What follows belongs to an exercise in optimizing a design on an open flow for a short achievable clock period and few clock cycles per item; a production flow would make more cautious choices. The RTL was checked by simulation tests, not by an equivalence proof against the original design.

==> v16 <==
## rv_top
module rv_top (
  input  logic        clk,
  input  logic        reset,
  output logic [31:0] imem_addr,
  input  logic [31:0] imem_data,
  output logic [31:0] dmem_addr,
  output logic [31:0] write_data,
  input  logic [31:0] read_data,
  output logic        mem_req,
  output logic        mem_write
);
  localparam int BTB_IB = 5;               
  localparam int BTB_N  = 1 << BTB_IB;
  localparam int BTB_TB = 6;               
  localparam int BTB_AB = 13;              
  logic [31:0] pc;
  logic              btb_v   [BTB_N];
  logic [BTB_TB-1:0] btb_tag [BTB_N];
  logic [BTB_AB-1:1] btb_tgt [BTB_N];
  logic [1:0]        btb_ctr [BTB_N];
  logic              btb_p   [BTB_N];      
  logic              btb_lp  [BTB_N];      
  logic [3:0]        btb_trip[BTB_N];
  logic [3:0]        btb_cnt [BTB_N];
  logic [BTB_N-1:0]  f_oh;                  
  logic [BTB_TB-1:0] f_tag;
  logic              f_hit, f_pred_taken;
  logic [31:0]       f_pred_tgt, f_pc4;
  logic [BTB_AB-1:1] f_tgt_lo;
  assign imem_addr    = pc;
  assign f_tag        = pc[BTB_IB+BTB_TB+1:BTB_IB+2];
  logic [BTB_N-1:0] f_match, f_take;
  always_comb
    for (int i = 0; i < BTB_N; i++) begin
      f_match[i] = btb_v[i] && btb_tag[i] == f_tag;
      f_take[i]  = f_match[i] && btb_p[i];
    end
  assign f_hit        = |(f_oh & f_match);
  assign f_pred_taken = |(f_oh & f_take);
  always_comb begin
    f_tgt_lo = '0;
    for (int i = 0; i < BTB_N; i++)
  ...
make LEC_CHECK=0 ABC_CLOCK_PERIOD_IN_PS=2500 CAP_MARGIN=20 CORE_MARGIN=2 CORE_UTILIZATION=45 SETUP_SLACK_MARGIN=5 SLEW_MARGIN=20 finish   # period 8.5 ns
run.sh (not shown) runs the stock make flow with config.mk's settings and CLKGATE_MAP_FILE= SYNTH_SCRIPT=/design/flow/synth_recipe.tcl, a recipe that flattens the netlist after the stock synthesis.
==> v37 (differences from v16) <==
--- a/flow/config.mk
+++ b/flow/config.mk
@@ -8,6 +8,6 @@
 export ABC_CLOCK_PERIOD_IN_PS = 2500
 export CAP_MARGIN = 20
 export CORE_MARGIN = 2
-export CORE_UTILIZATION = 45
+export CORE_UTILIZATION = 62
 export SETUP_SLACK_MARGIN = 5
 export SLEW_MARGIN = 20
==> results.toml <==
[status]
status = "finished clean"

[final_layout]
multi_input_area_sq_um = 46270
buffer_area_share_pct = 4.720
multi_input_cells = 5166

[critical_path]
ff2ff_setup_slack_ns = 4.89

[power_and_ir_drop]
irDropWorstVdd_mv = 0.2208
switchingPower_w = 0.008432
seqPwrFrac_pct = 46.9
p_sw_share_pct = 27.52

[timing]
setup_ws_ns = 4.893

[floorplanning]
core_sq_um = 190400

[drt]
wl_met3_mm = 73.04

[global_route]
grt_pass1_wl_mm = 602.3
Source of the figures above: v37

==> results.toml <==
[status]
status = "finished clean"

[critical_path]
ff2ff_setup_slack_ns = 4.92

[drt]
dr.pass1.iters = 8
wl_met3_mm = 60.99

[final_layout]
multi_input_cells = 5163
antenna_cells = 18
buffer_area_share_pct = 4.851
clk_share_pct = 6.587

[global_route]
grt_pass1_wl_mm = 610.1
grt_max_degree = 87

[power_and_ir_drop]
irDropWorstVdd_mv = 0.2481
seqPwrFrac_pct = 45.9
p_sw_share_pct = 27.84

[floorplanning]
core_sq_um = 262500
Source of the figures above: v16

Testbench counts of v16, summed over its fixed seeds: cycles 65,292, instrs 60,986.
Testbench counts of v37, summed over its fixed seeds: cycles 65,292, instrs 60,986.


==> job 5487 <==
rv_top, a different RTL version from the one above (not shown whole).
make LEC_CHECK=0 ABC_CLOCK_PERIOD_IN_PS=2500 CAP_MARGIN=20 CORE_MARGIN=2 CORE_UTILIZATION=50 SETUP_SLACK_MARGIN=5 SLEW_MARGIN=20 finish   # period 8.5 ns
==> job 2726: changes against job 5487 <==
--- a/flow/design.v
+++ b/flow/design.v
@@ -50,31 +50,40 @@
   typedef enum logic [1:0] {RES_ALU, RES_MEM, RES_PC4} rv_result_src_e;
   typedef enum logic [1:0] {IMM_I, IMM_S, IMM_B, IMM_J} rv_imm_sel_e;
   typedef enum logic [1:0] {FWD_REG, FWD_MEM, FWD_WB} rv_fwd_sel_e;
 endpackage
 module rv_regfile (
-  input  logic        clk,
-  input  logic        reset,
-  input  logic [4:0]  rs1,
-  input  logic [4:0]  rs2,
-  input  logic [4:0]  rd,
-  input  logic        we,
-  input  logic [31:0] wd,
-  output logic [31:0] rd1,
-  output logic [31:0] rd2
+  input  logic                      clk,
+  input  logic                      reset,
+  input  logic [32-1:0]  rs1_oh,
+  input  logic [32-1:0]  rs2_oh,
+  input  logic [32-1:0]  we_oh,
+  input  logic [31:0]               wd,
+  output logic [31:0]               rd1,
+  output logic [31:0]               rd2
 );
-  logic [31:0] regs [32];
+  logic [31:0]              regs [32];
+  logic [32-1:0] valid;
   always_ff @(posedge clk) begin
-    if (reset) begin
-      for (int i = 0; i < 32; i++)
-        regs[i] <= '0;
-    end else if (we && rd != 5'd0) begin
-      regs[rd] <= wd;
+    for (int i = 1; i < 32; i++)
+      if (we_oh[i])
+        regs[i] <= wd;
+  end
+  always_ff @(posedge clk) begin
+    if (reset)
+      valid <= '0;
+    else
+      valid <= valid | {we_oh[32-1:1], 1'b0};
+  end
+  always_comb begin
+    rd1 = '0;
+    rd2 = '0;
+    for (int i = 1; i < 32; i++) begin
+      rd1 = rd1 | ({32{rs1_oh[i] & valid[i]}} & regs[i]);
+      rd2 = rd2 | ({32{rs2_oh[i] & valid[i]}} & regs[i]);
     end
   end
-  assign rd1 = (rs1 == 5'd0) ? '0 : regs[rs1];
-  assign rd2 = (rs2 == 5'd0) ? '0 : regs[rs2];
 endmodule
 module rv_add32 (
   input  logic [31:0] a,
   input  logic [31:0] b,
   input  logic        cin,
@@ -159,10 +168,14 @@
   logic        d_is_r, d_is_addi, d_is_lw, d_is_sw, d_is_br, d_is_jal;
   logic        d_use1, d_use2, d_wr;
   logic [31:0] d_imm_i, d_imm_s, d_imm_b, d_imm_j;
   logic [31:0] d_tgt, d_pc4;
   logic [31:0] rf_rd1, rf_rd2, d_v1, d_v2, d_a, d_b;
+  logic [31:0] d_oh1, d_oh2;              
+  function automatic logic [31:0] dec32(input logic [4:0] r);
+    dec32 = 32'd1 << r;
+  endfunction
   logic        d_fa, d_fb, d_fs;
   logic        load_use, d_redirect;
   logic        e_valid;
   logic [31:0] e_a, e_b, e_sd, e_pc, e_pc4, e_tgt, e_pred_tgt;
   logic        e_sub, e_and, e_or, e_xor, e_slt, e_add, e_logic;
@@ -173,10 +186,11 @@
   logic [31:0] x_a, x_b, x_bi, x_sum, x_res;
   logic        x_slt, x_eq, x_taken, x_tgt_ok, e_mispredict;
   logic [31:0] m_res, m_wd;
   logic        m_wr, m_is_lw;
   logic [4:0]  m_rd;
+  logic [31:0] m_we_oh;                   
   logic [31:0] pc_norm_t, pc_norm_n, pc_norm, e_red_eq, e_red_ne;
   logic        mis_t, mis_n, mis_eq, mis_ne, t_eq, t_ne;
   assign pc_norm_t = load_use ? pc : f_pred_tgt;
   assign pc_norm_n = load_use ? pc : f_pc4;
   assign pc_norm   = f_pred_taken ? pc_norm_t : pc_norm_n;
@@ -221,10 +235,12 @@
       d_ir         <= imem_data;
       d_pc         <= pc;
       d_hit        <= f_hit;
       d_pred_taken <= f_pred_taken;
       d_pred_tgt   <= f_pred_tgt;
+      d_oh1        <= dec32(imem_data[19:15]);
+      d_oh2        <= dec32(imem_data[24:20]);
     end
   end
   assign d_opc = d_ir[6:0];
   assign d_f3  = d_ir[14:12];
   assign d_rd  = d_ir[11:7];
@@ -252,12 +268,11 @@
   logic rf_clear;
   always_ff @(posedge clk)
     rf_clear <= reset;
   rv_regfile u_regfile (
     .clk(clk), .reset(rf_clear),
-    .rs1(d_rs1), .rs2(d_rs2),
-    .rd(m_rd), .we(m_wr), .wd(m_wd),
+    .rs1_oh(d_oh1), .rs2_oh(d_oh2), .we_oh(m_we_oh), .wd(m_wd),
     .rd1(rf_rd1), .rd2(rf_rd2)
   );
   assign d_v1 = (m_wr && m_rd == d_rs1) ? m_wd : rf_rd1;
   assign d_v2 = (m_wr && m_rd == d_rs2) ? m_wd : rf_rd2;
   assign d_a = d_is_jal ? d_pc : d_v1;
@@ -428,14 +443,16 @@
     end
   end
   always_ff @(posedge clk) begin
     if (reset) begin
       m_wr      <= 1'b0;
+      m_we_oh   <= '0;
       m_is_lw   <= 1'b0;
       mem_req   <= 1'b0;
     end else begin
       m_wr      <= e_valid && e_wr;
+      m_we_oh   <= (e_valid && e_wr) ? dec32(e_rd) : 32'd0;
       m_is_lw   <= e_valid && e_is_lw;
       mem_req   <= e_valid && (e_is_lw || e_is_sw);
     end
   end
   always_ff @(posedge clk) begin
==> notes.md <==
GR Layer Usage met1=50.4%; status=no timing/DRC/antenna violations; Synth area leaders=edfxtp_1, mux4_2, dfxtp_1, nor2_1, xnor2_1; top cells by count, synth=edfxtp_1, nor2_1, mux4_2; min setup slack post-route=4.82 ns; Slew headroom=18.5%
(the above is from job 5487)
==> notes.md <==
DIE AREA=226000 um^2; top cells by count, synth=edfxtp_1, dfxtp_1, nor2_1; status=no timing/DRC/antenna violations; Synth area leaders=edfxtp_1, dfxtp_1, mux4_2, a221oi_1, a22o_1; GR Layer Usage met1=47.8%; first-pass GRT wire length=637 mm; Reg area=73900 um^2; min setup slack post-route=4.86 ns; Slew headroom=15.7%
(the above is from job 2726)
Testbench counts of job 5487, summed over its fixed seeds: cycles 65,292, instrs 60,986.
Testbench counts of job 2726, summed over its fixed seeds: cycles 65,292, instrs 60,986.

==> static timing again, ports no longer ideal <==
In the flow no input, the clock included, has a driving cell. The finished layouts below were timed again as built, in two steps. Step 1 sets driving cells, clkbuf_16 on the clock port and buf_2 on the other inputs (assumed; they add their load-dependent delay and slew). Step 2 adds t to the input delays and takes it off the output delays; t is the mean of the earliest and latest rising clock arrival at the registers after step 1. Input paths then give back, and output paths get back, about the clock's delay inside the block. Slacks: no drivers / after step 1 / after step 2; pairs: no drivers / after step 1.
run	t, ns	slack for setup (ns)	worst setup path after step 2	worst register clock-pin slew, ns
v16	0.951	4.916 / 4.876 / 4.311	input to register	0.07 / 0.07
v37	1.027	4.893 / 4.893 / 4.339	input to register	0.07 / 0.07
job 5487	1.016	4.819 / 4.819 / 4.303	input to register	0.07 / 0.07
job 2726	1.027	4.864 / 4.864 / 4.033	input to register	0.07 / 0.07
After both steps setup and hold are still met in every run listed. The setup slack of job 2726, which loses most, moves by 0.000 ns with the drivers and by -0.831 ns with both steps.
